This design comes from an exercise in tuning for small area, a short achievable clock period and few clock cycles per item on the open sky130 flow, not from production work.
Function was checked by simulation only, so behaviour that the tests miss may differ from the original.
Power and IR drop assume default switching activity.

==> flow/design.v <==
`default_nettype none
package execPkg;
	localparam int dataWidth = 32;
	localparam int shiftWidth = 5;  
	localparam int mulDigits = 4;
	localparam int mulBits = 2 * mulDigits;
	typedef logic [dataWidth-1:0] word_t;
	typedef enum logic [2:0] {
		opAdd = 3'd0,
		opSub = 3'd1,
		opAnd = 3'd2,
		opOr = 3'd3,
		opSll = 3'd4,
		opSra = 3'd5,
		opMul = 3'd6  
	} aluOp_t;
endpackage
`default_nettype wire
`default_nettype none
module aluUnit (
	input execPkg::word_t opA,
	input execPkg::word_t opB,
	input logic [2:0] op,
	output execPkg::word_t aluSum,  
	output execPkg::word_t aluCarry,  
	output logic aluCin,  
	output logic aluNeq,
	output logic aluLt
);
	localparam int W = execPkg::dataWidth;
	logic [execPkg::shiftWidth-1:0] shAmt;
	logic shLeft;
	execPkg::word_t shIn;
	execPkg::word_t shOut;
	logic shFill;
	execPkg::word_t shStage [execPkg::shiftWidth+1];
	execPkg::word_t shRev;
	execPkg::word_t axb;
	assign shAmt = opB[execPkg::shiftWidth-1:0];  
	assign shLeft = !op[0];
	always_comb begin
		for (int i = 0; i < W; i++) begin
			shIn[i] = shLeft ? opA[W-1-i] : opA[i];
		end
	end
	assign shFill = !shLeft && opA[W-1];
	assign shStage[0] = shIn;
	for (genvar i = 0; i < execPkg::shiftWidth; i++) begin : gShift
		assign shStage[i+1] = shAmt[i]
			? {{(2**i){shFill}}, shStage[i][W-1:2**i]}
			: shStage[i];
	end
	assign shOut = shStage[execPkg::shiftWidth];
	always_comb begin
		for (int i = 0; i < W; i++) begin
			shRev[i] = shLeft ? shOut[W-1-i] : shOut[i];
		end
	end
	assign axb = opA ^ opB;
	always_comb begin
		aluCarry = '0;
		aluCin = 1'b0;
		case (op)
			execPkg::opAdd: begin
				aluSum = opA;
				aluCarry = opB;
			end
			execPkg::opSub: begin
				aluSum = opA;  
				aluCarry = ~opB;
				aluCin = 1'b1;
			end
			execPkg::opAnd: aluSum = opA & opB;
			execPkg::opOr: aluSum = opA | opB;
			execPkg::opSll: aluSum = shRev;
			execPkg::opSra: aluSum = shRev;
			default: aluSum = '0;  
		endcase
	end
	assign aluNeq = |axb;
	assign aluLt = (opA[W-1] != opB[W-1]) ? opA[W-1] : (opA[W-2:0] < opB[W-2:0]);
endmodule
module addPrefix (
	input logic [31:0] a,
	input logic [31:0] b,
	input logic cin,
	output logic [31:0] sum
);
	logic [31:0] p;
	logic [31:0] g;
	assign p = a ^ b;
	assign g = a & b;
	logic g0c;
	assign g0c = g[0] | (p[0] & cin);
	logic G0_1;
	assign G0_1 = g[1] | (p[1] & g0c);
	logic G0_3;
	assign G0_3 = g[3] | (p[3] & g[2]);
	logic P0_3;
	assign P0_3 = p[3] & p[2];
	logic G0_5;
	assign G0_5 = g[5] | (p[5] & g[4]);
	logic P0_5;
	assign P0_5 = p[5] & p[4];
	logic G0_7;
	assign G0_7 = g[7] | (p[7] & g[6]);
	logic P0_7;
	assign P0_7 = p[7] & p[6];
	logic G0_9;
	assign G0_9 = g[9] | (p[9] & g[8]);
	logic P0_9;
	assign P0_9 = p[9] & p[8];
	logic G0_11;
	assign G0_11 = g[11] | (p[11] & g[10]);
	logic P0_11;
	assign P0_11 = p[11] & p[10];
	logic G0_13;
	assign G0_13 = g[13] | (p[13] & g[12]);
	logic P0_13;
	assign P0_13 = p[13] & p[12];
	logic G0_15;
	assign G0_15 = g[15] | (p[15] & g[14]);
	logic P0_15;
	assign P0_15 = p[15] & p[14];
	logic G0_17;
	assign G0_17 = g[17] | (p[17] & g[16]);
	logic P0_17;
	assign P0_17 = p[17] & p[16];
	logic G0_19;
	assign G0_19 = g[19] | (p[19] & g[18]);
	logic P0_19;
	assign P0_19 = p[19] & p[18];
	logic G0_21;
	assign G0_21 = g[21] | (p[21] & g[20]);
	logic P0_21;
	assign P0_21 = p[21] & p[20];
	logic G0_23;
	assign G0_23 = g[23] | (p[23] & g[22]);
	logic P0_23;
	assign P0_23 = p[23] & p[22];
	logic G0_25;
	assign G0_25 = g[25] | (p[25] & g[24]);
	logic P0_25;
	assign P0_25 = p[25] & p[24];
	logic G0_27;
	assign G0_27 = g[27] | (p[27] & g[26]);
	logic P0_27;
	assign P0_27 = p[27] & p[26];
	logic G0_29;
	assign G0_29 = g[29] | (p[29] & g[28]);
	logic P0_29;
	assign P0_29 = p[29] & p[28];
	logic G0_31;
	assign G0_31 = g[31] | (p[31] & g[30]);
	logic P0_31;
	assign P0_31 = p[31] & p[30];
	logic G1_3;
	assign G1_3 = G0_3 | (P0_3 & G0_1);
	logic G1_7;
	assign G1_7 = G0_7 | (P0_7 & G0_5);
	logic P1_7;
	assign P1_7 = P0_7 & P0_5;
	logic G1_11;
	assign G1_11 = G0_11 | (P0_11 & G0_9);
	logic P1_11;
	assign P1_11 = P0_11 & P0_9;
	logic G1_15;
	assign G1_15 = G0_15 | (P0_15 & G0_13);
	logic P1_15;
	assign P1_15 = P0_15 & P0_13;
	logic G1_19;
	assign G1_19 = G0_19 | (P0_19 & G0_17);
	logic P1_19;
	assign P1_19 = P0_19 & P0_17;
	logic G1_23;
	assign G1_23 = G0_23 | (P0_23 & G0_21);
	logic P1_23;
	assign P1_23 = P0_23 & P0_21;
	logic G1_27;
	assign G1_27 = G0_27 | (P0_27 & G0_25);
	logic P1_27;
	assign P1_27 = P0_27 & P0_25;
	logic G1_31;
	assign G1_31 = G0_31 | (P0_31 & G0_29);
	logic P1_31;
	assign P1_31 = P0_31 & P0_29;
	logic G2_7;
	assign G2_7 = G1_7 | (P1_7 & G1_3);
	logic G2_15;
	assign G2_15 = G1_15 | (P1_15 & G1_11);
	logic P2_15;
	assign P2_15 = P1_15 & P1_11;
	logic G2_23;
	assign G2_23 = G1_23 | (P1_23 & G1_19);
	logic P2_23;
	assign P2_23 = P1_23 & P1_19;
	logic G2_31;
	assign G2_31 = G1_31 | (P1_31 & G1_27);
	logic P2_31;
	assign P2_31 = P1_31 & P1_27;
	logic G3_15;
	assign G3_15 = G2_15 | (P2_15 & G2_7);
	logic G3_31;
	assign G3_31 = G2_31 | (P2_31 & G2_23);
	logic P3_31;
	assign P3_31 = P2_31 & P2_23;
	logic G4_31;
	assign G4_31 = G3_31 | (P3_31 & G3_15);
	logic G5_23;
	assign G5_23 = G2_23 | (P2_23 & G3_15);
	logic G6_11;
	assign G6_11 = G1_11 | (P1_11 & G2_7);
	logic G6_19;
	assign G6_19 = G1_19 | (P1_19 & G3_15);
	logic G6_27;
	assign G6_27 = G1_27 | (P1_27 & G5_23);
	logic G7_5;
	assign G7_5 = G0_5 | (P0_5 & G1_3);
	logic G7_9;
	assign G7_9 = G0_9 | (P0_9 & G2_7);
	logic G7_13;
	assign G7_13 = G0_13 | (P0_13 & G6_11);
	logic G7_17;
	assign G7_17 = G0_17 | (P0_17 & G3_15);
	logic G7_21;
	assign G7_21 = G0_21 | (P0_21 & G6_19);
	logic G7_25;
	assign G7_25 = G0_25 | (P0_25 & G5_23);
	logic G7_29;
	assign G7_29 = G0_29 | (P0_29 & G6_27);
	logic G8_2;
	assign G8_2 = g[2] | (p[2] & G0_1);
	logic G8_4;
	assign G8_4 = g[4] | (p[4] & G1_3);
	logic G8_6;
	assign G8_6 = g[6] | (p[6] & G7_5);
	logic G8_8;
	assign G8_8 = g[8] | (p[8] & G2_7);
	logic G8_10;
	assign G8_10 = g[10] | (p[10] & G7_9);
	logic G8_12;
	assign G8_12 = g[12] | (p[12] & G6_11);
	logic G8_14;
	assign G8_14 = g[14] | (p[14] & G7_13);
	logic G8_16;
	assign G8_16 = g[16] | (p[16] & G3_15);
	logic G8_18;
	assign G8_18 = g[18] | (p[18] & G7_17);
	logic G8_20;
	assign G8_20 = g[20] | (p[20] & G6_19);
	logic G8_22;
	assign G8_22 = g[22] | (p[22] & G7_21);
	logic G8_24;
	assign G8_24 = g[24] | (p[24] & G5_23);
	logic G8_26;
	assign G8_26 = g[26] | (p[26] & G7_25);
	logic G8_28;
	assign G8_28 = g[28] | (p[28] & G6_27);
	logic G8_30;
	assign G8_30 = g[30] | (p[30] & G7_29);
	logic [31:0] c;
	assign c = {G8_30, G7_29, G8_28, G6_27, G8_26, G7_25, G8_24, G5_23, G8_22, G7_21, G8_20, G6_19, G8_18, G7_17, G8_16, G3_15, G8_14, G7_13, G8_12, G6_11, G8_10, G7_9, G8_8, G2_7, G8_6, G7_5, G8_4, G1_3, G8_2, G0_1, g0c, cin};
	assign sum = p ^ c;
endmodule
`default_nettype wire
`default_nettype none
module mulUnit (
	input execPkg::word_t mcand,  
	input logic [execPkg::mulDigits-1:0] digOne,  
	input logic [execPkg::mulDigits-1:0] digTwo,
	input logic [execPkg::mulDigits-1:0] digNeg,
	input execPkg::word_t accSum,  
	input execPkg::word_t accCarry,
	output execPkg::word_t nextSum,
	output execPkg::word_t nextCarry
);
	boothStep tree (
		.mc(mcand),
		.one(digOne),
		.two(digTwo),
		.neg(digNeg),
		.s(accSum),
		.c(accCarry),
		.os(nextSum),
		.oc(nextCarry)
	);
endmodule
module boothStep (
	input logic [31:0] mc,  
	input logic [3:0] one,  
	input logic [3:0] two,  
	input logic [3:0] neg,  
	input logic [31:0] s,
	input logic [31:0] c,
	output logic [31:0] os,
	output logic [31:0] oc
);
	logic one0, two0, neg0;
	logic [31:0] pp0;
	logic one1, two1, neg1;
	logic [31:2] pp1;
	logic one2, two2, neg2;
	logic [31:4] pp2;
	logic one3, two3, neg3;
	logic [31:6] pp3;
	logic fs1;
	logic fc2;
	logic fs3;
	logic fc4;
	logic fs5;
	logic fc6;
	logic fs7;
	logic fc8;
	logic fs9;
	logic fc10;
	logic fs11;
	logic fc12;
	logic fs13;
	logic fc14;
	logic fs15;
	logic fc16;
	logic fs17;
	logic fc18;
	logic fs19;
	logic fc20;
	logic fs21;
	logic fc22;
	logic fs23;
	logic fc24;
	logic fs25;
	logic fc26;
	logic fs27;
	logic fc28;
	logic fs29;
	logic fc30;
	logic fs31;
	logic fc32;
	logic fs33;
	logic fc34;
	logic fs35;
	logic fc36;
	logic fs37;
	logic fc38;
	logic fs39;
	logic fc40;
	logic fs41;
	logic fc42;
	logic fs43;
	logic fc44;
	logic fs45;
	logic fc46;
	logic fs47;
	logic fc48;
	logic fs49;
	logic fc50;
	logic fs51;
	logic fc52;
	logic fs53;
	logic fc54;
	logic fs55;
	logic fc56;
	logic fs57;
	logic fc58;
	logic fs59;
	logic fc60;
	logic fs61;
	logic fc62;
	logic fs63;
	logic fc64;
	logic fs65;
	logic fc66;
	logic fs67;
	logic fc68;
	logic fs69;
	logic fc70;
	logic fs71;
	logic fc72;
	logic fs73;
	logic fc74;
	logic fs75;
	logic fc76;
	logic fs77;
	logic fc78;
	logic fs79;
	logic fc80;
	logic fs81;
	logic fc82;
	logic fs83;
	logic fc84;
	logic fs85;
	logic fc86;
	logic fs87;
	logic fc88;
	logic fs89;
	logic fc90;
	logic fs91;
	logic fc92;
	logic fs93;
	logic fc94;
	logic fs95;
	logic fc96;
	logic fs97;
	logic fc98;
	logic fs99;
	logic fc100;
	logic fs101;
	logic fc102;
	logic fs103;
	logic fc104;
	logic fs105;
	logic fc106;
	logic fs107;
	logic fc108;
	logic fs109;
	logic fc110;
	logic fs111;
	logic fc112;
	logic fs113;
	logic fc114;
	logic fs115;
	logic fc116;
	logic fs117;
	logic fc118;
	logic fs119;
	logic fc120;
	logic fs121;
	logic fc122;
	logic fs123;
	logic fc124;
	logic fs125;
	logic fc126;
	logic fs127;
	logic fc128;
	logic fs129;
	logic fc130;
	logic fs131;
	logic fc132;
	logic fs133;
	logic fc134;
	logic fs135;
	logic fc136;
	logic fs137;
	logic fc138;
	logic fs139;
	logic fc140;
	logic fs141;
	logic fc142;
	logic fs143;
	logic fc144;
	logic fs145;
	logic fc146;
	logic fs147;
	logic fc148;
	logic fs149;
	logic fc150;
	logic fs151;
	logic fc152;
	logic fs153;
	logic fc154;
	logic fs155;
	logic fc156;
	logic fs157;
	logic fc158;
	logic fs159;
	logic fc160;
	logic fs161;
	logic fc162;
	logic fs163;
	logic fc164;
	logic fs165;
	logic fc166;
	logic fs167;
	logic fc168;
	logic fs169;
	logic fc170;
	logic fs171;
	logic fc172;
	logic fs173;
	logic fc174;
	logic fs175;
	logic fc176;
	logic fs177;
	logic fc178;
	logic fs179;
	logic fc180;
	logic fs181;
	logic fc182;
	logic fs183;
	logic fc184;
	logic fs185;
	logic fc186;
	logic fs187;
	logic fc188;
	logic fs189;
	logic fc190;
	logic fs191;
	logic fc192;
	logic fs193;
	logic fc194;
	logic fs195;
	logic fc196;
	logic fs197;
	logic fc198;
	logic fs199;
	logic fc200;
	logic fs201;
	logic fc202;
	logic fs203;
	logic fc204;
	logic fs205;
	logic fc206;
	logic fs207;
	logic fc208;
	logic fs209;
	logic fc210;
	logic fs211;
	logic fc212;
	logic fs213;
	logic fc214;
	logic fs215;
	logic fc216;
	logic fs217;
	logic fc218;
	logic fs219;
	logic fc220;
	logic fs221;
	logic fc222;
	logic fs223;
	logic fc224;
	logic fs225;
	logic fs226;
	logic fs227;
	logic fs228;
	assign one0 = one[0];
	assign two0 = two[0];
	assign neg0 = neg[0];
	assign pp0[0] = (one0 & mc[0]) ^ neg0;
	assign pp0[1] = ((one0 & mc[1]) | (two0 & mc[0])) ^ neg0;
	assign pp0[2] = ((one0 & mc[2]) | (two0 & mc[1])) ^ neg0;
	assign pp0[3] = ((one0 & mc[3]) | (two0 & mc[2])) ^ neg0;
	assign pp0[4] = ((one0 & mc[4]) | (two0 & mc[3])) ^ neg0;
	assign pp0[5] = ((one0 & mc[5]) | (two0 & mc[4])) ^ neg0;
	assign pp0[6] = ((one0 & mc[6]) | (two0 & mc[5])) ^ neg0;
	assign pp0[7] = ((one0 & mc[7]) | (two0 & mc[6])) ^ neg0;
	assign pp0[8] = ((one0 & mc[8]) | (two0 & mc[7])) ^ neg0;
	assign pp0[9] = ((one0 & mc[9]) | (two0 & mc[8])) ^ neg0;
	assign pp0[10] = ((one0 & mc[10]) | (two0 & mc[9])) ^ neg0;
	assign pp0[11] = ((one0 & mc[11]) | (two0 & mc[10])) ^ neg0;
	assign pp0[12] = ((one0 & mc[12]) | (two0 & mc[11])) ^ neg0;
	assign pp0[13] = ((one0 & mc[13]) | (two0 & mc[12])) ^ neg0;
	assign pp0[14] = ((one0 & mc[14]) | (two0 & mc[13])) ^ neg0;
	assign pp0[15] = ((one0 & mc[15]) | (two0 & mc[14])) ^ neg0;
	assign pp0[16] = ((one0 & mc[16]) | (two0 & mc[15])) ^ neg0;
	assign pp0[17] = ((one0 & mc[17]) | (two0 & mc[16])) ^ neg0;
	assign pp0[18] = ((one0 & mc[18]) | (two0 & mc[17])) ^ neg0;
	assign pp0[19] = ((one0 & mc[19]) | (two0 & mc[18])) ^ neg0;
	assign pp0[20] = ((one0 & mc[20]) | (two0 & mc[19])) ^ neg0;
	assign pp0[21] = ((one0 & mc[21]) | (two0 & mc[20])) ^ neg0;
	assign pp0[22] = ((one0 & mc[22]) | (two0 & mc[21])) ^ neg0;
	assign pp0[23] = ((one0 & mc[23]) | (two0 & mc[22])) ^ neg0;
	assign pp0[24] = ((one0 & mc[24]) | (two0 & mc[23])) ^ neg0;
	assign pp0[25] = ((one0 & mc[25]) | (two0 & mc[24])) ^ neg0;
	assign pp0[26] = ((one0 & mc[26]) | (two0 & mc[25])) ^ neg0;
	assign pp0[27] = ((one0 & mc[27]) | (two0 & mc[26])) ^ neg0;
	assign pp0[28] = ((one0 & mc[28]) | (two0 & mc[27])) ^ neg0;
	assign pp0[29] = ((one0 & mc[29]) | (two0 & mc[28])) ^ neg0;
	assign pp0[30] = ((one0 & mc[30]) | (two0 & mc[29])) ^ neg0;
	assign pp0[31] = ((one0 & mc[31]) | (two0 & mc[30])) ^ neg0;
	assign one1 = one[1];
	assign two1 = two[1];
	assign neg1 = neg[1];
	assign pp1[2] = (one1 & mc[0]) ^ neg1;
	assign pp1[3] = ((one1 & mc[1]) | (two1 & mc[0])) ^ neg1;
	assign pp1[4] = ((one1 & mc[2]) | (two1 & mc[1])) ^ neg1;
	assign pp1[5] = ((one1 & mc[3]) | (two1 & mc[2])) ^ neg1;
	assign pp1[6] = ((one1 & mc[4]) | (two1 & mc[3])) ^ neg1;
	assign pp1[7] = ((one1 & mc[5]) | (two1 & mc[4])) ^ neg1;
	assign pp1[8] = ((one1 & mc[6]) | (two1 & mc[5])) ^ neg1;
	assign pp1[9] = ((one1 & mc[7]) | (two1 & mc[6])) ^ neg1;
	assign pp1[10] = ((one1 & mc[8]) | (two1 & mc[7])) ^ neg1;
	assign pp1[11] = ((one1 & mc[9]) | (two1 & mc[8])) ^ neg1;
	assign pp1[12] = ((one1 & mc[10]) | (two1 & mc[9])) ^ neg1;
	assign pp1[13] = ((one1 & mc[11]) | (two1 & mc[10])) ^ neg1;
	assign pp1[14] = ((one1 & mc[12]) | (two1 & mc[11])) ^ neg1;
	assign pp1[15] = ((one1 & mc[13]) | (two1 & mc[12])) ^ neg1;
	assign pp1[16] = ((one1 & mc[14]) | (two1 & mc[13])) ^ neg1;
	assign pp1[17] = ((one1 & mc[15]) | (two1 & mc[14])) ^ neg1;
	assign pp1[18] = ((one1 & mc[16]) | (two1 & mc[15])) ^ neg1;
	assign pp1[19] = ((one1 & mc[17]) | (two1 & mc[16])) ^ neg1;
	assign pp1[20] = ((one1 & mc[18]) | (two1 & mc[17])) ^ neg1;
	assign pp1[21] = ((one1 & mc[19]) | (two1 & mc[18])) ^ neg1;
	assign pp1[22] = ((one1 & mc[20]) | (two1 & mc[19])) ^ neg1;
	assign pp1[23] = ((one1 & mc[21]) | (two1 & mc[20])) ^ neg1;
	assign pp1[24] = ((one1 & mc[22]) | (two1 & mc[21])) ^ neg1;
	assign pp1[25] = ((one1 & mc[23]) | (two1 & mc[22])) ^ neg1;
	assign pp1[26] = ((one1 & mc[24]) | (two1 & mc[23])) ^ neg1;
	assign pp1[27] = ((one1 & mc[25]) | (two1 & mc[24])) ^ neg1;
	assign pp1[28] = ((one1 & mc[26]) | (two1 & mc[25])) ^ neg1;
	assign pp1[29] = ((one1 & mc[27]) | (two1 & mc[26])) ^ neg1;
	assign pp1[30] = ((one1 & mc[28]) | (two1 & mc[27])) ^ neg1;
	assign pp1[31] = ((one1 & mc[29]) | (two1 & mc[28])) ^ neg1;
	assign one2 = one[2];
	assign two2 = two[2];
	assign neg2 = neg[2];
	assign pp2[4] = (one2 & mc[0]) ^ neg2;
	assign pp2[5] = ((one2 & mc[1]) | (two2 & mc[0])) ^ neg2;
	assign pp2[6] = ((one2 & mc[2]) | (two2 & mc[1])) ^ neg2;
	assign pp2[7] = ((one2 & mc[3]) | (two2 & mc[2])) ^ neg2;
	assign pp2[8] = ((one2 & mc[4]) | (two2 & mc[3])) ^ neg2;
	assign pp2[9] = ((one2 & mc[5]) | (two2 & mc[4])) ^ neg2;
	assign pp2[10] = ((one2 & mc[6]) | (two2 & mc[5])) ^ neg2;
	assign pp2[11] = ((one2 & mc[7]) | (two2 & mc[6])) ^ neg2;
	assign pp2[12] = ((one2 & mc[8]) | (two2 & mc[7])) ^ neg2;
	assign pp2[13] = ((one2 & mc[9]) | (two2 & mc[8])) ^ neg2;
	assign pp2[14] = ((one2 & mc[10]) | (two2 & mc[9])) ^ neg2;
	assign pp2[15] = ((one2 & mc[11]) | (two2 & mc[10])) ^ neg2;
	assign pp2[16] = ((one2 & mc[12]) | (two2 & mc[11])) ^ neg2;
	assign pp2[17] = ((one2 & mc[13]) | (two2 & mc[12])) ^ neg2;
	assign pp2[18] = ((one2 & mc[14]) | (two2 & mc[13])) ^ neg2;
	assign pp2[19] = ((one2 & mc[15]) | (two2 & mc[14])) ^ neg2;
	assign pp2[20] = ((one2 & mc[16]) | (two2 & mc[15])) ^ neg2;
	assign pp2[21] = ((one2 & mc[17]) | (two2 & mc[16])) ^ neg2;
	assign pp2[22] = ((one2 & mc[18]) | (two2 & mc[17])) ^ neg2;
	assign pp2[23] = ((one2 & mc[19]) | (two2 & mc[18])) ^ neg2;
	assign pp2[24] = ((one2 & mc[20]) | (two2 & mc[19])) ^ neg2;
	assign pp2[25] = ((one2 & mc[21]) | (two2 & mc[20])) ^ neg2;
	assign pp2[26] = ((one2 & mc[22]) | (two2 & mc[21])) ^ neg2;
	assign pp2[27] = ((one2 & mc[23]) | (two2 & mc[22])) ^ neg2;
	assign pp2[28] = ((one2 & mc[24]) | (two2 & mc[23])) ^ neg2;
	assign pp2[29] = ((one2 & mc[25]) | (two2 & mc[24])) ^ neg2;
	assign pp2[30] = ((one2 & mc[26]) | (two2 & mc[25])) ^ neg2;
	assign pp2[31] = ((one2 & mc[27]) | (two2 & mc[26])) ^ neg2;
	assign one3 = one[3];
	assign two3 = two[3];
	assign neg3 = neg[3];
	assign pp3[6] = (one3 & mc[0]) ^ neg3;
	assign pp3[7] = ((one3 & mc[1]) | (two3 & mc[0])) ^ neg3;
	assign pp3[8] = ((one3 & mc[2]) | (two3 & mc[1])) ^ neg3;
	assign pp3[9] = ((one3 & mc[3]) | (two3 & mc[2])) ^ neg3;
	assign pp3[10] = ((one3 & mc[4]) | (two3 & mc[3])) ^ neg3;
	assign pp3[11] = ((one3 & mc[5]) | (two3 & mc[4])) ^ neg3;
	assign pp3[12] = ((one3 & mc[6]) | (two3 & mc[5])) ^ neg3;
	assign pp3[13] = ((one3 & mc[7]) | (two3 & mc[6])) ^ neg3;
	assign pp3[14] = ((one3 & mc[8]) | (two3 & mc[7])) ^ neg3;
	assign pp3[15] = ((one3 & mc[9]) | (two3 & mc[8])) ^ neg3;
	assign pp3[16] = ((one3 & mc[10]) | (two3 & mc[9])) ^ neg3;
	assign pp3[17] = ((one3 & mc[11]) | (two3 & mc[10])) ^ neg3;
	assign pp3[18] = ((one3 & mc[12]) | (two3 & mc[11])) ^ neg3;
	assign pp3[19] = ((one3 & mc[13]) | (two3 & mc[12])) ^ neg3;
	assign pp3[20] = ((one3 & mc[14]) | (two3 & mc[13])) ^ neg3;
	assign pp3[21] = ((one3 & mc[15]) | (two3 & mc[14])) ^ neg3;
	assign pp3[22] = ((one3 & mc[16]) | (two3 & mc[15])) ^ neg3;
	assign pp3[23] = ((one3 & mc[17]) | (two3 & mc[16])) ^ neg3;
	assign pp3[24] = ((one3 & mc[18]) | (two3 & mc[17])) ^ neg3;
	assign pp3[25] = ((one3 & mc[19]) | (two3 & mc[18])) ^ neg3;
	assign pp3[26] = ((one3 & mc[20]) | (two3 & mc[19])) ^ neg3;
	assign pp3[27] = ((one3 & mc[21]) | (two3 & mc[20])) ^ neg3;
	assign pp3[28] = ((one3 & mc[22]) | (two3 & mc[21])) ^ neg3;
	assign pp3[29] = ((one3 & mc[23]) | (two3 & mc[22])) ^ neg3;
	assign pp3[30] = ((one3 & mc[24]) | (two3 & mc[23])) ^ neg3;
	assign pp3[31] = ((one3 & mc[25]) | (two3 & mc[24])) ^ neg3;
	assign fs1 = neg0 ^ s[0] ^ c[0];
	assign fc2 = (neg0 & s[0]) | (neg0 & c[0]) | (s[0] & c[0]);
	assign fs3 = s[1] ^ c[1] ^ fc2;
	assign fc4 = (s[1] & c[1]) | (s[1] & fc2) | (c[1] & fc2);
	assign fs5 = neg1 ^ s[2] ^ c[2];
	assign fc6 = (neg1 & s[2]) | (neg1 & c[2]) | (s[2] & c[2]);
	assign fs7 = pp0[2] ^ pp1[2] ^ fs5;
	assign fc8 = (pp0[2] & pp1[2]) | (pp0[2] & fs5) | (pp1[2] & fs5);
	assign fs9 = s[3] ^ c[3] ^ fc6;
	assign fc10 = (s[3] & c[3]) | (s[3] & fc6) | (c[3] & fc6);
	assign fs11 = pp0[3] ^ pp1[3] ^ fc8;
	assign fc12 = (pp0[3] & pp1[3]) | (pp0[3] & fc8) | (pp1[3] & fc8);
	assign fs13 = neg2 ^ s[4] ^ c[4];
	assign fc14 = (neg2 & s[4]) | (neg2 & c[4]) | (s[4] & c[4]);
	assign fs15 = pp0[4] ^ pp1[4] ^ pp2[4];
	assign fc16 = (pp0[4] & pp1[4]) | (pp0[4] & pp2[4]) | (pp1[4] & pp2[4]);
	assign fs17 = fs13 ^ fc10 ^ fs15;
	assign fc18 = (fs13 & fc10) | (fs13 & fs15) | (fc10 & fs15);
	assign fs19 = s[5] ^ c[5] ^ fc14;
	assign fc20 = (s[5] & c[5]) | (s[5] & fc14) | (c[5] & fc14);
	assign fs21 = pp0[5] ^ pp1[5] ^ pp2[5];
	assign fc22 = (pp0[5] & pp1[5]) | (pp0[5] & pp2[5]) | (pp1[5] & pp2[5]);
	assign fs23 = fc16 ^ fs19 ^ fs21;
	assign fc24 = (fc16 & fs19) | (fc16 & fs21) | (fs19 & fs21);
	assign fs25 = neg3 ^ s[6] ^ c[6];
	assign fc26 = (neg3 & s[6]) | (neg3 & c[6]) | (s[6] & c[6]);
	assign fs27 = pp0[6] ^ pp1[6] ^ pp2[6];
	assign fc28 = (pp0[6] & pp1[6]) | (pp0[6] & pp2[6]) | (pp1[6] & pp2[6]);
	assign fs29 = pp3[6] ^ fs25 ^ fc20;
	assign fc30 = (pp3[6] & fs25) | (pp3[6] & fc20) | (fs25 & fc20);
	assign fs31 = fc22 ^ fs27 ^ fs29;
	assign fc32 = (fc22 & fs27) | (fc22 & fs29) | (fs27 & fs29);
	assign fs33 = s[7] ^ c[7] ^ fc26;
	assign fc34 = (s[7] & c[7]) | (s[7] & fc26) | (c[7] & fc26);
	assign fs35 = pp0[7] ^ pp1[7] ^ pp2[7];
	assign fc36 = (pp0[7] & pp1[7]) | (pp0[7] & pp2[7]) | (pp1[7] & pp2[7]);
	assign fs37 = pp3[7] ^ fc28 ^ fs33;
	assign fc38 = (pp3[7] & fc28) | (pp3[7] & fs33) | (fc28 & fs33);
	assign fs39 = fs35 ^ fc30 ^ fs37;
	assign fc40 = (fs35 & fc30) | (fs35 & fs37) | (fc30 & fs37);
	assign fs41 = s[8] ^ c[8] ^ pp0[8];
	assign fc42 = (s[8] & c[8]) | (s[8] & pp0[8]) | (c[8] & pp0[8]);
	assign fs43 = pp1[8] ^ pp2[8] ^ pp3[8];
	assign fc44 = (pp1[8] & pp2[8]) | (pp1[8] & pp3[8]) | (pp2[8] & pp3[8]);
	assign fs45 = fc34 ^ fc36 ^ fs41;
	assign fc46 = (fc34 & fc36) | (fc34 & fs41) | (fc36 & fs41);
	assign fs47 = fs43 ^ fc38 ^ fs45;
	assign fc48 = (fs43 & fc38) | (fs43 & fs45) | (fc38 & fs45);
	assign fs49 = s[9] ^ c[9] ^ pp0[9];
	assign fc50 = (s[9] & c[9]) | (s[9] & pp0[9]) | (c[9] & pp0[9]);
	assign fs51 = pp1[9] ^ pp2[9] ^ pp3[9];
	assign fc52 = (pp1[9] & pp2[9]) | (pp1[9] & pp3[9]) | (pp2[9] & pp3[9]);
	assign fs53 = fc42 ^ fc44 ^ fs49;
	assign fc54 = (fc42 & fc44) | (fc42 & fs49) | (fc44 & fs49);
	assign fs55 = fs51 ^ fc46 ^ fs53;
	assign fc56 = (fs51 & fc46) | (fs51 & fs53) | (fc46 & fs53);
	assign fs57 = s[10] ^ c[10] ^ pp0[10];
	assign fc58 = (s[10] & c[10]) | (s[10] & pp0[10]) | (c[10] & pp0[10]);
	assign fs59 = pp1[10] ^ pp2[10] ^ pp3[10];
	assign fc60 = (pp1[10] & pp2[10]) | (pp1[10] & pp3[10]) | (pp2[10] & pp3[10]);
	assign fs61 = fc50 ^ fc52 ^ fs57;
	assign fc62 = (fc50 & fc52) | (fc50 & fs57) | (fc52 & fs57);
	assign fs63 = fs59 ^ fc54 ^ fs61;
	assign fc64 = (fs59 & fc54) | (fs59 & fs61) | (fc54 & fs61);
	assign fs65 = s[11] ^ c[11] ^ pp0[11];
	assign fc66 = (s[11] & c[11]) | (s[11] & pp0[11]) | (c[11] & pp0[11]);
	assign fs67 = pp1[11] ^ pp2[11] ^ pp3[11];
	assign fc68 = (pp1[11] & pp2[11]) | (pp1[11] & pp3[11]) | (pp2[11] & pp3[11]);
	assign fs69 = fc58 ^ fc60 ^ fs65;
	assign fc70 = (fc58 & fc60) | (fc58 & fs65) | (fc60 & fs65);
	assign fs71 = fs67 ^ fc62 ^ fs69;
	assign fc72 = (fs67 & fc62) | (fs67 & fs69) | (fc62 & fs69);
	assign fs73 = s[12] ^ c[12] ^ pp0[12];
	assign fc74 = (s[12] & c[12]) | (s[12] & pp0[12]) | (c[12] & pp0[12]);
	assign fs75 = pp1[12] ^ pp2[12] ^ pp3[12];
	assign fc76 = (pp1[12] & pp2[12]) | (pp1[12] & pp3[12]) | (pp2[12] & pp3[12]);
	assign fs77 = fc66 ^ fc68 ^ fs73;
	assign fc78 = (fc66 & fc68) | (fc66 & fs73) | (fc68 & fs73);
	assign fs79 = fs75 ^ fc70 ^ fs77;
	assign fc80 = (fs75 & fc70) | (fs75 & fs77) | (fc70 & fs77);
	assign fs81 = s[13] ^ c[13] ^ pp0[13];
	assign fc82 = (s[13] & c[13]) | (s[13] & pp0[13]) | (c[13] & pp0[13]);
	assign fs83 = pp1[13] ^ pp2[13] ^ pp3[13];
	assign fc84 = (pp1[13] & pp2[13]) | (pp1[13] & pp3[13]) | (pp2[13] & pp3[13]);
	assign fs85 = fc74 ^ fc76 ^ fs81;
	assign fc86 = (fc74 & fc76) | (fc74 & fs81) | (fc76 & fs81);
	assign fs87 = fs83 ^ fc78 ^ fs85;
	assign fc88 = (fs83 & fc78) | (fs83 & fs85) | (fc78 & fs85);
	assign fs89 = s[14] ^ c[14] ^ pp0[14];
	assign fc90 = (s[14] & c[14]) | (s[14] & pp0[14]) | (c[14] & pp0[14]);
	assign fs91 = pp1[14] ^ pp2[14] ^ pp3[14];
	assign fc92 = (pp1[14] & pp2[14]) | (pp1[14] & pp3[14]) | (pp2[14] & pp3[14]);
	assign fs93 = fc82 ^ fc84 ^ fs89;
	assign fc94 = (fc82 & fc84) | (fc82 & fs89) | (fc84 & fs89);
	assign fs95 = fs91 ^ fc86 ^ fs93;
	assign fc96 = (fs91 & fc86) | (fs91 & fs93) | (fc86 & fs93);
	assign fs97 = s[15] ^ c[15] ^ pp0[15];
	assign fc98 = (s[15] & c[15]) | (s[15] & pp0[15]) | (c[15] & pp0[15]);
	assign fs99 = pp1[15] ^ pp2[15] ^ pp3[15];
	assign fc100 = (pp1[15] & pp2[15]) | (pp1[15] & pp3[15]) | (pp2[15] & pp3[15]);
	assign fs101 = fc90 ^ fc92 ^ fs97;
	assign fc102 = (fc90 & fc92) | (fc90 & fs97) | (fc92 & fs97);
	assign fs103 = fs99 ^ fc94 ^ fs101;
	assign fc104 = (fs99 & fc94) | (fs99 & fs101) | (fc94 & fs101);
	assign fs105 = s[16] ^ c[16] ^ pp0[16];
	assign fc106 = (s[16] & c[16]) | (s[16] & pp0[16]) | (c[16] & pp0[16]);
	assign fs107 = pp1[16] ^ pp2[16] ^ pp3[16];
	assign fc108 = (pp1[16] & pp2[16]) | (pp1[16] & pp3[16]) | (pp2[16] & pp3[16]);
	assign fs109 = fc98 ^ fc100 ^ fs105;
	assign fc110 = (fc98 & fc100) | (fc98 & fs105) | (fc100 & fs105);
	assign fs111 = fs107 ^ fc102 ^ fs109;
	assign fc112 = (fs107 & fc102) | (fs107 & fs109) | (fc102 & fs109);
	assign fs113 = s[17] ^ c[17] ^ pp0[17];
	assign fc114 = (s[17] & c[17]) | (s[17] & pp0[17]) | (c[17] & pp0[17]);
	assign fs115 = pp1[17] ^ pp2[17] ^ pp3[17];
	assign fc116 = (pp1[17] & pp2[17]) | (pp1[17] & pp3[17]) | (pp2[17] & pp3[17]);
	assign fs117 = fc106 ^ fc108 ^ fs113;
	assign fc118 = (fc106 & fc108) | (fc106 & fs113) | (fc108 & fs113);
	assign fs119 = fs115 ^ fc110 ^ fs117;
	assign fc120 = (fs115 & fc110) | (fs115 & fs117) | (fc110 & fs117);
	assign fs121 = s[18] ^ c[18] ^ pp0[18];
	assign fc122 = (s[18] & c[18]) | (s[18] & pp0[18]) | (c[18] & pp0[18]);
	assign fs123 = pp1[18] ^ pp2[18] ^ pp3[18];
	assign fc124 = (pp1[18] & pp2[18]) | (pp1[18] & pp3[18]) | (pp2[18] & pp3[18]);
	assign fs125 = fc114 ^ fc116 ^ fs121;
	assign fc126 = (fc114 & fc116) | (fc114 & fs121) | (fc116 & fs121);
	assign fs127 = fs123 ^ fc118 ^ fs125;
	assign fc128 = (fs123 & fc118) | (fs123 & fs125) | (fc118 & fs125);
	assign fs129 = s[19] ^ c[19] ^ pp0[19];
	assign fc130 = (s[19] & c[19]) | (s[19] & pp0[19]) | (c[19] & pp0[19]);
	assign fs131 = pp1[19] ^ pp2[19] ^ pp3[19];
	assign fc132 = (pp1[19] & pp2[19]) | (pp1[19] & pp3[19]) | (pp2[19] & pp3[19]);
	assign fs133 = fc122 ^ fc124 ^ fs129;
	assign fc134 = (fc122 & fc124) | (fc122 & fs129) | (fc124 & fs129);
	assign fs135 = fs131 ^ fc126 ^ fs133;
	assign fc136 = (fs131 & fc126) | (fs131 & fs133) | (fc126 & fs133);
	assign fs137 = s[20] ^ c[20] ^ pp0[20];
	assign fc138 = (s[20] & c[20]) | (s[20] & pp0[20]) | (c[20] & pp0[20]);
	assign fs139 = pp1[20] ^ pp2[20] ^ pp3[20];
	assign fc140 = (pp1[20] & pp2[20]) | (pp1[20] & pp3[20]) | (pp2[20] & pp3[20]);
	assign fs141 = fc130 ^ fc132 ^ fs137;
	assign fc142 = (fc130 & fc132) | (fc130 & fs137) | (fc132 & fs137);
	assign fs143 = fs139 ^ fc134 ^ fs141;
	assign fc144 = (fs139 & fc134) | (fs139 & fs141) | (fc134 & fs141);
	assign fs145 = s[21] ^ c[21] ^ pp0[21];
	assign fc146 = (s[21] & c[21]) | (s[21] & pp0[21]) | (c[21] & pp0[21]);
	assign fs147 = pp1[21] ^ pp2[21] ^ pp3[21];
	assign fc148 = (pp1[21] & pp2[21]) | (pp1[21] & pp3[21]) | (pp2[21] & pp3[21]);
	assign fs149 = fc138 ^ fc140 ^ fs145;
	assign fc150 = (fc138 & fc140) | (fc138 & fs145) | (fc140 & fs145);
	assign fs151 = fs147 ^ fc142 ^ fs149;
	assign fc152 = (fs147 & fc142) | (fs147 & fs149) | (fc142 & fs149);
	assign fs153 = s[22] ^ c[22] ^ pp0[22];
	assign fc154 = (s[22] & c[22]) | (s[22] & pp0[22]) | (c[22] & pp0[22]);
	assign fs155 = pp1[22] ^ pp2[22] ^ pp3[22];
	assign fc156 = (pp1[22] & pp2[22]) | (pp1[22] & pp3[22]) | (pp2[22] & pp3[22]);
	assign fs157 = fc146 ^ fc148 ^ fs153;
	assign fc158 = (fc146 & fc148) | (fc146 & fs153) | (fc148 & fs153);
	assign fs159 = fs155 ^ fc150 ^ fs157;
	assign fc160 = (fs155 & fc150) | (fs155 & fs157) | (fc150 & fs157);
	assign fs161 = s[23] ^ c[23] ^ pp0[23];
	assign fc162 = (s[23] & c[23]) | (s[23] & pp0[23]) | (c[23] & pp0[23]);
	assign fs163 = pp1[23] ^ pp2[23] ^ pp3[23];
	assign fc164 = (pp1[23] & pp2[23]) | (pp1[23] & pp3[23]) | (pp2[23] & pp3[23]);
	assign fs165 = fc154 ^ fc156 ^ fs161;
	assign fc166 = (fc154 & fc156) | (fc154 & fs161) | (fc156 & fs161);
	assign fs167 = fs163 ^ fc158 ^ fs165;
	assign fc168 = (fs163 & fc158) | (fs163 & fs165) | (fc158 & fs165);
	assign fs169 = s[24] ^ c[24] ^ pp0[24];
	assign fc170 = (s[24] & c[24]) | (s[24] & pp0[24]) | (c[24] & pp0[24]);
	assign fs171 = pp1[24] ^ pp2[24] ^ pp3[24];
	assign fc172 = (pp1[24] & pp2[24]) | (pp1[24] & pp3[24]) | (pp2[24] & pp3[24]);
	assign fs173 = fc162 ^ fc164 ^ fs169;
	assign fc174 = (fc162 & fc164) | (fc162 & fs169) | (fc164 & fs169);
	assign fs175 = fs171 ^ fc166 ^ fs173;
	assign fc176 = (fs171 & fc166) | (fs171 & fs173) | (fc166 & fs173);
	assign fs177 = s[25] ^ c[25] ^ pp0[25];
	assign fc178 = (s[25] & c[25]) | (s[25] & pp0[25]) | (c[25] & pp0[25]);
	assign fs179 = pp1[25] ^ pp2[25] ^ pp3[25];
	assign fc180 = (pp1[25] & pp2[25]) | (pp1[25] & pp3[25]) | (pp2[25] & pp3[25]);
	assign fs181 = fc170 ^ fc172 ^ fs177;
	assign fc182 = (fc170 & fc172) | (fc170 & fs177) | (fc172 & fs177);
	assign fs183 = fs179 ^ fc174 ^ fs181;
	assign fc184 = (fs179 & fc174) | (fs179 & fs181) | (fc174 & fs181);
	assign fs185 = s[26] ^ c[26] ^ pp0[26];
	assign fc186 = (s[26] & c[26]) | (s[26] & pp0[26]) | (c[26] & pp0[26]);
	assign fs187 = pp1[26] ^ pp2[26] ^ pp3[26];
	assign fc188 = (pp1[26] & pp2[26]) | (pp1[26] & pp3[26]) | (pp2[26] & pp3[26]);
	assign fs189 = fc178 ^ fc180 ^ fs185;
	assign fc190 = (fc178 & fc180) | (fc178 & fs185) | (fc180 & fs185);
	assign fs191 = fs187 ^ fc182 ^ fs189;
	assign fc192 = (fs187 & fc182) | (fs187 & fs189) | (fc182 & fs189);
	assign fs193 = s[27] ^ c[27] ^ pp0[27];
	assign fc194 = (s[27] & c[27]) | (s[27] & pp0[27]) | (c[27] & pp0[27]);
	assign fs195 = pp1[27] ^ pp2[27] ^ pp3[27];
	assign fc196 = (pp1[27] & pp2[27]) | (pp1[27] & pp3[27]) | (pp2[27] & pp3[27]);
	assign fs197 = fc186 ^ fc188 ^ fs193;
	assign fc198 = (fc186 & fc188) | (fc186 & fs193) | (fc188 & fs193);
	assign fs199 = fs195 ^ fc190 ^ fs197;
	assign fc200 = (fs195 & fc190) | (fs195 & fs197) | (fc190 & fs197);
	assign fs201 = s[28] ^ c[28] ^ pp0[28];
	assign fc202 = (s[28] & c[28]) | (s[28] & pp0[28]) | (c[28] & pp0[28]);
	assign fs203 = pp1[28] ^ pp2[28] ^ pp3[28];
	assign fc204 = (pp1[28] & pp2[28]) | (pp1[28] & pp3[28]) | (pp2[28] & pp3[28]);
	assign fs205 = fc194 ^ fc196 ^ fs201;
	assign fc206 = (fc194 & fc196) | (fc194 & fs201) | (fc196 & fs201);
	assign fs207 = fs203 ^ fc198 ^ fs205;
	assign fc208 = (fs203 & fc198) | (fs203 & fs205) | (fc198 & fs205);
	assign fs209 = s[29] ^ c[29] ^ pp0[29];
	assign fc210 = (s[29] & c[29]) | (s[29] & pp0[29]) | (c[29] & pp0[29]);
	assign fs211 = pp1[29] ^ pp2[29] ^ pp3[29];
	assign fc212 = (pp1[29] & pp2[29]) | (pp1[29] & pp3[29]) | (pp2[29] & pp3[29]);
	assign fs213 = fc202 ^ fc204 ^ fs209;
	assign fc214 = (fc202 & fc204) | (fc202 & fs209) | (fc204 & fs209);
	assign fs215 = fs211 ^ fc206 ^ fs213;
	assign fc216 = (fs211 & fc206) | (fs211 & fs213) | (fc206 & fs213);
	assign fs217 = s[30] ^ c[30] ^ pp0[30];
	assign fc218 = (s[30] & c[30]) | (s[30] & pp0[30]) | (c[30] & pp0[30]);
	assign fs219 = pp1[30] ^ pp2[30] ^ pp3[30];
	assign fc220 = (pp1[30] & pp2[30]) | (pp1[30] & pp3[30]) | (pp2[30] & pp3[30]);
	assign fs221 = fc210 ^ fc212 ^ fs217;
	assign fc222 = (fc210 & fc212) | (fc210 & fs217) | (fc212 & fs217);
	assign fs223 = fs219 ^ fc214 ^ fs221;
	assign fc224 = (fs219 & fc214) | (fs219 & fs221) | (fc214 & fs221);
	assign fs225 = s[31] ^ c[31] ^ pp0[31];
	assign fs226 = pp1[31] ^ pp2[31] ^ pp3[31];
	assign fs227 = fc218 ^ fc220 ^ fs225;
	assign fs228 = fs226 ^ fc222 ^ fs227;
	assign os = {fc224, fc216, fc208, fc200, fc192, fc184, fc176, fc168, fc160, fc152, fc144, fc136, fc128, fc120, fc112, fc104, fc96, fc88, fc80, fc72, fc64, fc56, fc48, fc40, fc32, fc24, fc18, fc12, fs9, fc4, pp0[1], pp0[0]};
	assign oc = {fs228, fs223, fs215, fs207, fs199, fs191, fs183, fs175, fs167, fs159, fs151, fs143, fs135, fs127, fs119, fs111, fs103, fs95, fs87, fs79, fs71, fs63, fs55, fs47, fs39, fs31, fs23, fs17, fs11, fs7, fs3, fs1};
endmodule
`default_nettype wire
`default_nettype none
module execControl (
	input logic clk,
	input logic rst,
	input logic start,
	input logic [2:0] op,
	input execPkg::word_t opA,
	input execPkg::word_t opB,
	output execPkg::word_t latA,
	output execPkg::word_t latB,
	output logic [2:0] latOp,
	output logic [execPkg::mulDigits-1:0] digOne,  
	output logic [execPkg::mulDigits-1:0] digTwo,
	output logic [execPkg::mulDigits-1:0] digNeg,
	input execPkg::word_t aluSum,
	input execPkg::word_t aluCarry,
	input logic aluCin,
	input logic aluNeq,
	input logic aluLt,
	input execPkg::word_t nextSum,
	input execPkg::word_t nextCarry,
	output execPkg::word_t accSum,
	output execPkg::word_t accCarry,
	output logic firstStep,
	output execPkg::word_t result,
	output logic neq,
	output logic lt,
	output logic done,
	output logic busy
);
	localparam int W = execPkg::dataWidth;
	localparam int NB = execPkg::mulBits;
	localparam int D = execPkg::mulDigits;
	logic accept;
	logic valid;  
	logic last;  
	logic nextLast;
	execPkg::word_t nextB;  
	logic stepping;  
	logic shift;  
	logic shiftQ;
	logic mulAccept;
	logic nextStepping;
	logic rowsDone;  
	logic accCin;
	logic rowNeq;  
	logic rowLt;
	execPkg::word_t sum;
	logic [NB:0] digBits;  
	logic [D-1:0] nextOne;
	logic [D-1:0] nextTwo;
	logic [D-1:0] nextNeg;
	assign shift = shiftQ;
	assign busy = shiftQ;
	assign accept = start && !busy && (op != 3'd7);  
	assign mulAccept = accept && (op == execPkg::opMul);
	assign nextStepping = mulAccept || shift;
	always_ff @(posedge clk) begin
		if (rst) begin
			valid <= 1'b0;
			firstStep <= 1'b0;
			stepping <= 1'b0;
			shiftQ <= 1'b0;
			rowsDone <= 1'b0;
			done <= 1'b0;
		end else begin
			valid <= accept;
			firstStep <= mulAccept;
			stepping <= nextStepping;
			shiftQ <= nextStepping && !nextLast;
			rowsDone <= (valid && !firstStep) || (stepping && last);
			done <= rowsDone;
		end
	end
	assign nextB = shift ? {{NB{latB[W-1]}}, latB[W-1:NB]} : opB;  
	always_ff @(posedge clk) begin
		if (shift) begin
			latA <= latA << NB;
		end else begin
			latA <= opA;
			latOp <= op;
		end
		latB <= nextB;
	end
	assign digBits = {nextB[NB-1:0], shift && latB[NB-1]};
	assign nextLast = (nextB[W-1:NB-1] == {(W-NB+1){nextB[W-1]}});
	always_comb begin
		for (int j = 0; j < D; j++) begin
			nextOne[j] = digBits[2*j+1] ^ digBits[2*j];
			nextTwo[j] = (digBits[2*j+2] && !digBits[2*j+1] && !digBits[2*j])
				|| (!digBits[2*j+2] && digBits[2*j+1] && digBits[2*j]);
			nextNeg[j] = digBits[2*j+2];
		end
	end
	always_ff @(posedge clk) begin
		digOne <= nextOne;
		digTwo <= nextTwo;
		digNeg <= nextNeg;
		last <= nextLast;
	end
	always_ff @(posedge clk) begin
		if (stepping) begin
			accSum <= nextSum;
			accCarry <= nextCarry;
			accCin <= 1'b0;
		end else begin
			accSum <= aluSum;
			accCarry <= aluCarry;
			accCin <= aluCin;
		end
		if (valid) begin
			rowNeq <= aluNeq;
			rowLt <= aluLt;
		end
		result <= sum;
		neq <= rowNeq;
		lt <= rowLt;
	end
	addPrefix adder (
		.a(accSum),
		.b(accCarry),
		.cin(accCin),
		.sum(sum)
	);
endmodule
`default_nettype wire
`default_nettype none
module execTop (
	input logic clk,
	input logic rst,
	input logic start,
	input logic [2:0] op,  
	input logic [31:0] opA,
	input logic [31:0] opB,
	output logic [31:0] result,
	output logic neq,
	output logic lt,
	output logic done,
	output logic busy
);
	execPkg::word_t latA;
	execPkg::word_t latB;
	logic [2:0] latOp;
	logic [execPkg::mulDigits-1:0] digOne;
	logic [execPkg::mulDigits-1:0] digTwo;
	logic [execPkg::mulDigits-1:0] digNeg;
	execPkg::word_t aluSum;
	execPkg::word_t aluCarry;
	logic aluCin;
	logic aluNeq;
	logic aluLt;
	execPkg::word_t nextSum;
	execPkg::word_t nextCarry;
	execPkg::word_t accSum;
	execPkg::word_t accCarry;
	logic firstStep;
	execControl control (
		.clk(clk),
		.rst(rst),
		.start(start),
		.op(op),
		.opA(opA),
		.opB(opB),
		.latA(latA),
		.latB(latB),
		.latOp(latOp),
		.digOne(digOne),
		.digTwo(digTwo),
		.digNeg(digNeg),
		.aluSum(aluSum),
		.aluCarry(aluCarry),
		.aluCin(aluCin),
		.aluNeq(aluNeq),
		.aluLt(aluLt),
		.nextSum(nextSum),
		.nextCarry(nextCarry),
		.accSum(accSum),
		.accCarry(accCarry),
		.firstStep(firstStep),
		.result(result),
		.neq(neq),
		.lt(lt),
		.done(done),
		.busy(busy)
	);
	aluUnit alu (
		.opA(latA),
		.opB(latB),
		.op(latOp),
		.aluSum(aluSum),
		.aluCarry(aluCarry),
		.aluCin(aluCin),
		.aluNeq(aluNeq),
		.aluLt(aluLt)
	);
	mulUnit mul (
		.mcand(latA),
		.digOne(digOne),
		.digTwo(digTwo),
		.digNeg(digNeg),
		.accSum(firstStep ? '0 : accSum),
		.accCarry(firstStep ? '0 : accCarry),
		.nextSum(nextSum),
		.nextCarry(nextCarry)
	);
endmodule
`default_nettype wire
==> flow/run.sh <==
#!/bin/bash
# synth_recipe.tcl (not shown) runs the flow's synth.tcl, then flattens the netlist and writes it again
# the make line also repeats each setting of config.mk as NAME=value (left out here)
make -C /OpenROAD-flow-scripts/flow DESIGN_CONFIG=/design/flow/config.mk WORK_HOME=/design/flow/orfs CLKGATE_MAP_FILE= SYNTH_SCRIPT=/design/flow/synth_recipe.tcl finish
==> flow/config.mk <==
export PLATFORM = sky130hd
export DESIGN_NAME = execTop
export DESIGN_NICKNAME = execTop
export VERILOG_FILES = /design/flow/design.v
export SDC_FILE = /design/flow/constraint.sdc
export NUM_CORES = 4
export LEC_CHECK = 0
export ABC_AREA = 1
export CAP_MARGIN = 20
export CORE_MARGIN = 2
export CORE_UTILIZATION = 40
export SETUP_SLACK_MARGIN = 3.0
export SLEW_MARGIN = 20
==> flow/constraint.sdc <==
create_clock -name core_clock -period 6.0 [get_ports {clk}]
set_input_delay 1.2000 -clock core_clock [delete_from_list [all_inputs] [get_ports {clk}]]
set_output_delay 1.2000 -clock core_clock [all_outputs]
set_load 0.01 [all_outputs]
==> parameters.txt, run 1 <==
Parameter                              Value

Power
  Psw ... 2.382 mW
  Fraction of power consumed by combinational cells ... 0.513
  Internal cell power ... 3.299 mW
  Leakage power summed over all cells ... 9.061 nW
  Total power after layout ... 5.682 mW
  Switching part of the total power ... 0.4193
  Part of the power in the clock network ... 0.204
  Areal power density over the cells ... 292.3 nW/um^2
  Worst vdd ir ... 0.0001931 V
  Sequential power share ... 0.283

Detailed routing
  Antenna Violating Nets Remaining ... 0
  DR WL/cell ... 22.70 um
  Count of routing violations after the opening detailed-route iteration ... 1733
  Aggregate routed wire length ... 64420 um
  Via density ... 5.773
  Detailed-route via count ... 16390
  Count of TritonRoute iterations in the first routing pass ... 8
  Number of remaining DRC errors ... 0

Clock tree
  TritonCTS clock tree ... built
  Hold_buf cts ... 0
  Cell at the root of the clock tree ... clkbuf_16
  # H-tree levels ... 4
  Number of sinks on the clock net ... 183
  Clock-pin slew reported for the worst setup and hold paths after clock tree synthesis ... 70 ps
  Clock buffer depth ... 2
  Number of buffers created by CTS ... 17
  Clock latency of the later-clocked register in the worst-skew pair ... 480 ps

Floorplan
  Effective utilization at floorplan ... 0.4074
  Area enclosed by the die boundary ... 43430 sq um
  # rows ... 74
  I/O pin count ... 106
  Horizontal die dimension ... 208.4 um
  Y dimension of the die ... 208.4 um
  Core Region ... 41020 sq um

Synthesis
  Combinational family with the most area after synthesis ... adder cells
  Post-synthesis cell area ... 16710 sq um
  Part of the Yosys area used for sequential elements ... 0.2222
  Library cell occupying the most area in the post-synthesis netlist ... dfxtp_1
  Synthesized net count ... 2539
  Area share of the leading cell type in the synthesized netlist ... 0.2132
  Proportion of synthesized area in mux cells ... 0
  Mean instance size in the synthesized netlist ... 7.538 sq um
  Cells after synthesis ... 2217
  Post-Synth Simple-Gate Area ... 0.2332
  Most area-consuming cells after synthesis ... dfxtp_1 (21%), fa_1 (15%), nand2_1 (10%)
  Compound-gate portion of the synthesized area ... 0.1330
  Synthesized-area fraction occupied by xor and xnor cells ... 0.07285
  Count of unique library cells instantiated by Yosys ... 49
  Adder-cell share of the synthesized area ... 0.2466
  Total of warnings raised by yosys ... 3
  Number of storage elements in the synthesis netlist ... 183

Finish
  Design area ... 19440 sq um
  Layout cell share with drive strength beyond 1 ... 0.1036
  Layout area overhead ... 16.31%
  Final net count ... 2615
  Share of the core filled with cells in the final layout ... 0.4739
  Number of non-filler instances in the completed layout ... 2838
  Ant diodes ... 0

Critical path
  Worst-case register-to-register setup slack ... 3040 ps
  Required arrival time at the worst endpoint ... 6370 ps
  Reg-to-reg startpoint ... control.latA[25]
  Category of the most critical setup path ... flip-flop to flip-flop
  Worst Path Arrival ... 3330 ps
  Path depth of the worst reg2reg path ... 7
  Critical path fanouts, max ... 8
  Endpoint of the lowest-slack register-to-register path ... control.accCarry[25]
  Element type at the critical path end ... flip-flop
  Category of the worst setup path launch point ... flip-flop
  Worst setup path start ... control.latA[25]

GRT
  Total Routing Usage GR ... 0.2972
  GR Layer Usage met1 ... 0.4110
  Pin count of the biggest net entering global routing ... 71
  Global-route wire length before repair ... 97860 um
  Top Usage Layer GRT ... met2
  Antenna violations before repair ... 2
  Via count of the first global-routing pass ... 16040
  GRT overflow ... 0
  Met3 Use GR ... 0.05389
  GRT met2 Usage ... 0.4584

Place
  Dpl cells ... 2727
  Pre-CTS setup slack ... 2530 ps
  Final weighted congestion of routability-driven global placement ... 0.9836
  Cell area reported after detailed placement ... 17910 sq um
  Count of buffers inserted at the top-level ports ... 105
  HPWL after detailed placement ... 46050 um

Timing
  Final Critical Period ... 2963 ps
  Unrepaired setup endpoints after global routing ... yes
  Setup WS post-layout ... 3037 ps
  Maximum clock frequency ... 0.3375 GHz
  WHS ... 352.8 ps
  Sum of negative setup slack ... 0 ps
  Setup skew after layout ... 17.23 ps
  Least-Margin Pin Slew ... 944.3 ps
  Total count of hold-check failures in the final report ... 0
  Final worst-path cycle share ... 0.4939
  Number of max-slew violations in the final report ... 0
  Normalized max-slew margin ... 0.3665
  Total of endpoints with negative setup slack in the final report ... 0

Min path
  Hold crit path type ... flip-flop to flip-flop
  Hold-critical path depth ... 0
  Hold Crit Endpoint ... control.lt
  Hold path startpoint ... control.rowLt

Run
  Maximum Capacitance Violations ... 0

Outcome
  Outcome ... finished clean
==> layout by cell type, fill, tap and decap left out, types with 4 or more instances in the layout <==
master and n:
nand3_2 11, clkdlybuf4s50_1 105, dfxtp_1 147, o22a_1 30
buf_6 5, a211oi_1 4, inv_1 182, inv_6 4
nand4_1 11, o21ai_1 8, clkinv_1 5, nand2_2 11
dfxtp_2 18, buf_4 72, nor3_1 9, o31ai_1 4
edfxtp_1 5, xnor2_1 9, xor2_1 130, clkbuf_16 17
nor2_1 132, fa_1 127, ha_1 123, nor4_1 8
a21oi_1 84, o21ai_2 4, inv_2 10, nand3_1 262
nand2_1 446, a221oi_1 6, o21ai_0 78, clkinvlp_4 32
o22ai_1 136, dfxtp_4 13, buf_12 6
==> worst max-delay path: stages, from the launching register on <==
cell and delay [ps]:
dfxtp_1 600, inv_2 190, o22ai_1 270, xor2_1 220, fa_1 450, fa_1 510, fa_1 420, o22a_1 200
==> registers in the layout, indices dropped and copies added, names as in the netlist <==
| signal | cells |
|---|---|
| control.accCarry | 32 |
| control.accCin | 1 |
| control.accSum | 32 |
| control.digNeg | 3 |
| control.digOne | 4 |
| control.digTwo | 4 |
| control.done | 1 |
| control.firstStep | 1 |
| control.last | 1 |
| control.latA | 32 |
| control.latB | 29 |
| control.latOp | 3 |
| control.lt | 1 |
| control.neq | 1 |
| control.result | 32 |
| control.rowLt | 1 |
| control.rowNeq | 1 |
| control.rowsDone | 1 |
| control.shiftQ | 1 |
| control.stepping | 1 |
| control.valid | 1 |
==> worst max path at each step <==
| stage | endpoint | slack [ps] | depth (start not counted) |
|---|---|---|---|
| 3_5_place_dp | control.result[30] | 2530 | 17 |
| 5_1_grt | control.accCarry[31] | 2940 | 13 |
| 4_1_cts | control.accCarry[19] | 3000 | 8 |
| 6_report | control.accCarry[25] | 3040 | 7 |
| 2_1_floorplan | control.accCarry[31] | 3060 | 14 |
| 3_3_place_gp | control.result[30] | 2550 | 17 |
==> synthesized netlist by cell type (all sizes together) <==
| cell type | number |
|---|---|
| nand2 | 457 |
| nand3 | 273 |
| inv | 213 |
| dfxtp | 178 |
| o22ai | 139 |
| nor2 | 134 |
| xor2 | 130 |
| fa | 129 |
| ha | 123 |
| o21ai | 91 |
| a21oi | 86 |
| buf | 73 |
| clkbuf | 73 |
| o22a | 30 |
| clkinv | 13 |
| nand4 | 11 |
| nor3 | 11 |
| xnor2 | 9 |
| nor4 | 8 |
| a221oi | 6 |
| edfxtp | 5 |
| o31ai | 5 |
| a211oi | 4 |
| a31oi | 3 |
| or2 | 3 |
| nand3b | 2 |
| a21boi | 1 |
| a21o | 1 |
| nor3b | 1 |
| o211ai | 1 |
| o21bai | 1 |
| o311ai | 1 |
| o32ai | 1 |
| or4 | 1 |
==> power by group through the flow <==
| stage | Clock, mW | Sequential, mW | Combinational (mW) |
|---|---|---|---|
| 3_3_place_gp | 0 | 1.61 | 2.69 |
| 4_1_cts | 1.18 | 1.61 | 2.86 |
| 3_5_place_dp | 0 | 1.62 | 2.77 |
| 6_report | 1.16 | 1.61 | 2.91 |
| 5_1_grt | 1.23 | 1.63 | 3.27 |
| 2_1_floorplan | 0 | 1.60 | 1.89 |
==> metal layers <==
layer	wire [um]	part of all wire
met1	27660	0.43
met4	2541	0.039
met3	5835	0.091
met2	28370	0.44
met5	11	0.00017
==> what timing repair did <==
| item | CTS | global route |
|---|---|---|
| pin swaps | 1 | 3 |
| buffers inserted | 41 | 31 |
| resized for setup | 54 | 52 |
| gates cloned | 5 | 2 |
| setup endpoints to repair | 63 | 55 |
==> cell type report <==
type                       instances  area (sq um)
sequential                       183          3785
clock buffer                      20         436.7
inverter                         226         949.7
timing repair inverter             6         42.54
timing repair buffer             197          1888
multi-input combinational       1662         11530
clock inverter                    12         141.4
fill                            4096         21580
tap                              532         665.6
==> logic make-up after synthesis <==
family | after synthesis
adders and majority gates | 252
buffers and inverters | 372
DFF | 183
and+or+nand+nor | 901
AOI/OAI and AO/OA | 370
xor gates and xnor gates | 139
Testbench counts, summed over its fixed seeds: cycles 15,655, ops 12,000.
==> run 2: changes to the inputs <==
--- a/flow/config.mk
+++ b/flow/config.mk
@@ -10,4 +10,4 @@
 export CORE_MARGIN = 2
 export CORE_UTILIZATION = 40
-export SETUP_SLACK_MARGIN = 3.0
+export SETUP_SLACK_MARGIN = 2.9
 export SLEW_MARGIN = 20
==> run 2 against run 1 <==
Flip-flop and latch count did not move. Register-to-register slack got worse by 50 ps. Final area fell by 1.4%. Highest routed layer is now met4. Cell count fell by 0.78%. Largest cell class unchanged. Combinational power barely moved.
==> parameters.txt, run 2 <==
Parameter                              Value

Clock tree
  Number of sinks on the clock net ... 183 (unchanged)
  # H-tree levels ... 4 (unchanged)
  Number of buffers created by CTS ... 17 (unchanged)
  Clock-pin slew reported for the worst setup and hold paths after clock tree synthesis ... 70 ps (about the same)
  TritonCTS clock tree ... built (unchanged)
  Hold_buf cts ... 0 (unchanged)
  Clock latency of the later-clocked register in the worst-skew pair ... 480 ps (about the same)

Timing
  Final worst-path cycle share ... 0.5015 (was 0.4939)
  Final Critical Period ... 3009 ps (was 2963 ps)
  Unrepaired setup endpoints after global routing ... yes (unchanged)
  Number of max-slew violations in the final report ... 0 (unchanged)
  Normalized max-slew margin ... 0.3529 (was 0.3665)
  Least-Margin Pin Slew ... 964.7 ps (was 944.3 ps)
  Setup skew after layout ... 16.53 ps (was 17.23 ps)

Detailed routing
  Count of TritonRoute iterations in the first routing pass ... 8 (unchanged)
  Number of remaining DRC errors ... 0 (unchanged)
  Via density ... 5.778 (was 5.773)
  Detailed-route via count ... 16270 (was 16390)
  Aggregate routed wire length ... 63600 um (was 64420 um)
  Count of routing violations after the opening detailed-route iteration ... 1828 (was 1733)

Critical path
  Worst-case register-to-register setup slack ... 2990 ps (was 3040 ps)
  Required arrival time at the worst endpoint ... 6370 ps (about the same)
  Path depth of the worst reg2reg path ... 7 (unchanged)
  Endpoint of the lowest-slack register-to-register path ... control.accCarry[9] (was control.accCarry[25])
  Category of the worst setup path launch point ... flip-flop (unchanged)
  Critical path's most frequent cell ... fa_1 (unchanged)
  WP buf/inv ... 1 (unchanged)
  Crit path largest cell delay ... 540 ps (was 600 ps)
  Worst Path Arrival ... 3380 ps (was 3330 ps)
  Element type at the critical path end ... flip-flop (unchanged)
  Critical-path cell list ... clkinvlp_4 > o22ai_1 > xor2_1 > fa_1 > fa_1 > fa_1 > o22a_1 (was inv_2 > o22ai_1 > xor2_1 > fa_1 > fa_1 > fa_1 > o22a_1)
  Category of the most critical setup path ... flip-flop to flip-flop (unchanged)

Synthesis
  Cells after synthesis ... 2217 (unchanged)
  Synthesized net count ... 2539 (unchanged)
  Post-synthesis cell area ... 16710 sq um (unchanged)
  Top cells by count, synth ... nand2_1 (451), nand3_1 (262), inv_1 (204) (unchanged)
  Post-synth top flop ... dfxtp_1 (unchanged)
  Number of enable flip-flop cells after synthesis ... 5 (unchanged)
  Number of storage elements in the synthesis netlist ... 183 (unchanged)
  Library cell occupying the most area in the post-synthesis netlist ... dfxtp_1 (unchanged)
  Library cell with the highest instance count after synthesis ... nand2_1 (unchanged)
  Fraction of registers with async set/reset ... 0 (unchanged)
  Mean instance size in the synthesized netlist ... 7.538 sq um (unchanged)

Run
  Maximum Capacitance Violations ... 0 (unchanged)

Place
  Count of buffers inserted at the top-level ports ... 105 (unchanged)
  Pre-CTS setup slack ... 2530 ps (unchanged)

Power
  Worst vdd ir ... 0.0001936 V (was 0.0001931 V)
  Areal power density over the cells ... 294.4 nW/um^2 (was 292.3 nW/um^2)

GRT
  GRT overflow ... 0 (unchanged)
  Via count of the first global-routing pass ... 15950 (was 16040)
  Total Routing Usage GR ... 0.2944 (was 0.2972)
  Antenna violations before repair ... 1 (was 2)

Floorplan
  Core Region ... 41020 sq um (unchanged)
  Area enclosed by the die boundary ... 43430 sq um (unchanged)
  # rows ... 74 (unchanged)
  Effective utilization at floorplan ... 0.4074 (unchanged)
  I/O pin count ... 106 (unchanged)

Finish
  Layout cell share with drive strength beyond 1 ... 0.08757 (was 0.1036)
  Ant diodes ... 0 (unchanged)
  Register cell area after layout ... 3761 sq um (was 3785 sq um)
  Final net count ... 2593 (was 2615)
  # fillers ... 4110 (was 4096)
  Most frequent standard cell in the layout excluding fill and tap cells ... nand2_1 (unchanged)
  Area of combinational cells with multiple inputs ... 11490 sq um (was 11530 sq um)
  Layout area overhead ... 14.71% (was 16.31%)
  Leading cell types in the layout, fill and taps excluded ... nand2_1 (447), nand3_1 (262), inv_1 (187) (was nand2_1 (446), nand3_1 (262), inv_1 (182))

Min path
  Hold path startpoint ... control.rowLt (unchanged)
  Hold-critical path depth ... 0 (unchanged)
  Hold Crit Endpoint ... control.lt (unchanged)
  Hold crit path type ... flip-flop to flip-flop (unchanged)

Outcome
  Outcome ... finished clean (unchanged)
-- run 2: per-stage QoR --
stage | hold slack, ps | std cells | utilization | area, sq um
6_report | 356.0 | 2816 | 0.4673 | 19170
5_1_grt | 366.5 | 2816 | 0.4673 | 19170
4_1_cts | 354.1 | 2798 | 0.4609 | 18900
3_5_place_dp | 336.0 | 2727 | 0.4367 | 17910
3_3_place_gp | 344.8 | 2727 | 0.4367 | 17910
2_1_floorplan | 323.3 | 2217 | - | 16710
-- run 2: worst reg2reg max path, cell delays in order (launching register included) --
cell	delay (ps)
dfxtp_1	530
clkinvlp_4	340
o22ai_1	280
xor2_1	130
fa_1	450
fa_1	550
fa_1	420
o22a_1	200
-- run 2: how the worst max path moves through the flow --
stage	from	end	slack (ps)	depth (start not counted)
floorplan	control.digNeg[0]	control.accCarry[31]	3060	14
global placement	control.accSum[0]	control.result[30]	2550	17
detailed placement	control.accSum[0]	control.result[30]	2530	17
CTS	control.latA[11]	control.accCarry[11]	2900	8
global route	control.accSum[0]	control.result[30]	2870	18
finish	control.latA[2]	control.accCarry[9]	2990	7
-- run 2: logic make-up after synthesis --
kind of cell | after synthesis | synth area share
AO/OA/AOI/OAI | 370 | 0.1330
buffers and inverters | 372 | 0.09202
XOR/XNOR | 139 | 0.07285
AND/OR/NAND/NOR | 901 | 0.2332
flip-flops | 183 | 0.2222
adder cells (fa/ha/maj) | 252 | 0.2466
-- run 2: layer usage --
| metal | up-vias | wire length [um] | GRT usage |
|---|---|---|---|
| met1 | 7790 | 26950 | 0.4064 |
| met3 | 168 | 6143 | 0.05238 |
| li1 | 7405 | - | - |
| met2 | 907 | 27850 | 0.4538 |
| met4 | 0 | 2657 | 0.1223 |
| met5 | - | 0 | 0 |
-- run 2: area by class of cell --
cell class | instances | area share
repair inverters | 4 | 0.001567
well taps | 532 | 0.03473
multi-input cells | 1662 | 0.5996
repair buffers | 177 | 0.08903
clock buffers | 20 | 0.02278
clock inverters | 12 | 0.007376
flip-flops and latches | 183 | 0.1962
inverters | 226 | 0.04869
-- run 2: timing repair --
| item | in CTS | in global routing |
|---|---|---|
| resized for setup | 32 | 43 |
| setup endpoints to repair | 59 | 62 |
| setup buffers | 35 | 17 |
| cloned | 4 | 1 |
| pin swaps | 1 | 0 |
-- run 2: power breakdown --
part	total, mW	switching, mW	internal, mW
combinational	2.88	1.65	1.23
clock	1.16	0.537	0.619
sequential	1.61	0.179	1.43

-- port drivers added, routing unchanged --
The flow's constraints put no driver on any port. The routed layouts listed below were extracted and timed again, unchanged, in two steps.
Step 1: set_driving_cell puts a clkbuf_16 on clk and a buf_2 on each other input, an assumption about the parent block.
Step 2, shift: input delay + t, output delay - t, t = (earliest + latest rising clock arrival at the registers) / 2. This alone moves slack from input paths to output paths.
Slacks: ideal ports / drivers / drivers and shift; pairs: ideal ports / drivers.
run | shift t [ns] | setup slack, ns | worst setup path after step 2
run 1 | 0.530 | 3.037 / 3.020 / 2.597 | input to register
run 2 | 0.533 | 2.991 / 2.964 / 2.613 | input to register
After both steps every run listed still meets setup and hold. The setup slack of run 1, which loses most, moves by -0.017 ns with the drivers and by -0.440 ns with both steps.
